This design comes from an exercise in tuning for small area on the open sky130 flow, not from production work.
In this exercise RTL edits were held to simulation tests only and were not proved equivalent to the original.
Power and IR drop assume default switching activity.

Setup of run A:
// pipe_id_regfwd
module pipe_id_regfwd #(
    parameter int XLEN = 32,
    parameter int RA_W = 5,
    parameter int CW   = 8
) (
    input  logic            clock,
    input  logic            resetn,
    input  logic            i_valid,
    input  logic [XLEN-1:0] i_pc4,
    input  logic [RA_W-1:0] i_rs,
    input  logic [RA_W-1:0] i_rt,
    input  logic [RA_W-1:0] i_wr,
    input  logic [15:0]     i_imm,
    input  logic            i_sext,
    input  logic            i_use_rs,
    input  logic            i_use_rt,
    input  logic            i_wreg,
    input  logic            i_m2reg,
    input  logic [2:0]      i_brmode,
    input  logic [CW-1:0]   i_ctrl,
    input  logic            i_flush,
    input  logic [XLEN-1:0] ealu,
    input  logic            m_wreg,
    input  logic            m_m2reg,
    input  logic [RA_W-1:0] m_rn,
    input  logic [XLEN-1:0] malu,
    input  logic [XLEN-1:0] mmo,
    input  logic            w_wreg,
    input  logic [RA_W-1:0] w_rn,
    input  logic [XLEN-1:0] w_data,
    output logic            o_stall,
  ...
==> flow/config.mk <==
export PLATFORM = sky130hd
export DESIGN_NAME = pipe_id_regfwd
export DESIGN_NICKNAME = pipe_id_regfwd
export VERILOG_FILES = /design/flow/design.v
export SDC_FILE = /design/flow/constraint.sdc
export NUM_CORES = 4
export LEC_CHECK = 0
export CAP_MARGIN = 10
export CORE_MARGIN = 2
export CORE_UTILIZATION = 58
export SETUP_SLACK_MARGIN = 0.25
export SLEW_MARGIN = 10
export SYNTH_HIERARCHICAL = 1
export SYNTH_MINIMUM_KEEP_SIZE = 0
==> flow/constraint.sdc <==
create_clock -name core_clock -period 10.0 [get_ports {clock}]
set_input_delay 2.0000 -clock core_clock [delete_from_list [all_inputs] [get_ports {clock}]]
set_output_delay 2.0000 -clock core_clock [all_outputs]
set_load 0.01 [all_outputs]
standard.sh (not shown) runs the stock make flow with config.mk's settings and CLKGATE_MAP_FILE= SYNTH_SCRIPT=/design/flow/synth_recipe.tcl, a recipe that flattens the netlist after the stock synthesis.
==> flow/flow/run.sh <==
#!/bin/bash
# Own layout flow: the standard synthesis unchanged, then the standard ORFS
# layout with two changes: ports are buffered with buf_1 instead of the
# resizer's default pick, and the clock tree uses small clock buffers without
# dummy loads. Each step's full output goes to a log file in this folder (and
# ORFS keeps its per-stage logs under orfs/logs/).
set -euo pipefail
bash standard.sh synth > synth.log 2>&1
bash standard.sh \
  "BUFFER_PORTS_ARGS=-buffer_cell sky130_fd_sc_hd__buf_1" \
  "CTS_ARGS=-sink_clustering_enable -repair_clock_nets -dont_use_dummy_load -buf_list sky130_fd_sc_hd__clkbuf_4 -sink_clustering_size 8 -sink_clustering_max_diameter 40" \
  finish > layout.log 2>&1
The flow did not stop early for run A: all stages ran, and the layout cleared the timing, design-rule and antenna checks.
[inputs] run B vs run A
Settings: CORE_UTILIZATION now 63, was 58.
[summary]
- Diff run A -> run B: worst hold slack climbed 0.011 ns, area overhead of the layout relative to synthesis dropped 1.2 points, maximum clock frequency climbed about 0.35%.
The following lists how run C was set up differently from run B:
Settings: SETUP_SLACK_MARGIN changed from 0.25 to 0.35; CORE_UTILIZATION changed from 63 to 58; SLEW_MARGIN changed from 10 to 20; CAP_MARGIN changed from 10 to 20.
### Flow results
- Taking run B as the reference point, the critical path depth of run C rises by 1.
- Run C against run B: combinational gate power climbed about 6%, cell row count climbed 5, final critical-path required period dropped 0.13 ns.
- Buffering stage count on the worst path with inverters included is lower on run B
- Total power consumption of the routed design grows slightly when moving from run B to run C.
- [compare] base=run B new=run C: relative contribution of combinational cells to total power picked up an extra 0.6 points; register-to-register slack lost 0.08 ns.
- Sort run C and run B by detailed placement HPWL desc -> top: run C

* * *

Setup of job 103:
Another version of the RTL of pipe_id_regfwd (not shown whole).
Size: roughly 2800 cells after synthesis, roughly 1100 flip-flops, roughly 370 I/O pins, about 46000 µm² of cells after synthesis.
export LEC_CHECK = 0
export CAP_MARGIN = 20
export CORE_MARGIN = 2
export CORE_UTILIZATION = 40
export SETUP_SLACK_MARGIN = 0.5
export SLEW_MARGIN = 20
export SYNTH_HIERARCHICAL = 1
export SYNTH_MINIMUM_KEEP_SIZE = 0
create_clock -name core_clock -period 10.0 [get_ports {clock}]
run.sh (not shown) runs the stock make flow with config.mk's settings and CLKGATE_MAP_FILE= SYNTH_SCRIPT=/design/flow/synth_recipe.tcl, a recipe that flattens the netlist after the stock synthesis.
Stock flow here: none of the scripts above is used.
Input-level comparison between job 105 and job 103:
==> flow/flow/run.sh (new file) <==
#!/bin/bash
# Own layout flow: the standard synthesis unchanged, then the standard ORFS
# layout with two changes: ports are buffered with buf_1 instead of the
# resizer's default pick, and the clock tree uses small clock buffers without
# dummy loads. Each step's full output goes to a log file in this folder (and
# ORFS keeps its per-stage logs under orfs/logs/).
set -euo pipefail
bash standard.sh synth > synth.log 2>&1
bash standard.sh \
  "BUFFER_PORTS_ARGS=-buffer_cell sky130_fd_sc_hd__buf_1" \
  "CTS_ARGS=-sink_clustering_enable -repair_clock_nets -dont_use_dummy_load -buf_list {sky130_fd_sc_hd__clkbuf_4 sky130_fd_sc_hd__clkbuf_8}" \
  finish > layout.log 2>&1
==> flow/standard.sh (new file) <==
#!/bin/bash
# synth_recipe.tcl (not shown) runs the flow's synth.tcl, then flattens the netlist and writes it again
# the make line also repeats each setting of config.mk as NAME=value (left out here)
make -C /OpenROAD-flow-scripts/flow DESIGN_CONFIG=/design/flow/config.mk WORK_HOME=/design/flow/orfs CLKGATE_MAP_FILE= SYNTH_SCRIPT=/design/flow/synth_recipe.tcl "${@:-finish}"
-- flow/config.mk --
<<< job 103, line 8
export CAP_MARGIN = 20
>>> job 105, line 8
export CAP_MARGIN = 5
<<< job 103, line 10
export CORE_UTILIZATION = 40
export SETUP_SLACK_MARGIN = 0.5
export SLEW_MARGIN = 20
>>> job 105, line 10
export CORE_UTILIZATION = 60
export SETUP_SLACK_MARGIN = 0.1
export SLEW_MARGIN = 5
removed: flow/run.sh
## What came out
In job 105 relative to job 103, number of nets in the layout had gone down by a few percent. Going from job 103 to job 105, the global-route usage was found to have gone up by 16 points. The share of total power consumed by net switching of job 105 exceeds that of job 103 by 0.74 points. o_target[10] as the critical path capture point was reported by job 105, and o_target[0] by job 103.

==> separate check: timing with driven ports <==
No port has a modelled driver above. Below, the same layouts with a new extraction and two added sets of constraints.
Step 1: set_driving_cell puts a clkbuf_16 on clock and a buf_2 on each other input, an assumption about the parent block.
Step 2 times the ports against the registers' clock, not the clock port: input delays grow and output delays shrink by t, the midpoint of the rising clock arrivals with the driver on.
Slacks: ideal ports / drivers / drivers and shift; pairs: ideal ports / drivers.
run	t (ns)	setup slack, ns	cell pins on the clock port's net
run A	1.087	0.184 / 0.140 / 0.140	1
run B	1.075	0.219 / 0.191 / 0.191	1
run C	1.111	0.347 / 0.253 / 0.253	1
job 103	0.803	0.592 / 0.571 / 0.571	1
job 105	0.885	0.142 / 0.117 / 0.117	1
After both steps every run listed still meets setup and hold. The setup slack of run C, which loses most, moves by -0.094 ns with the drivers and by -0.094 ns with both steps.
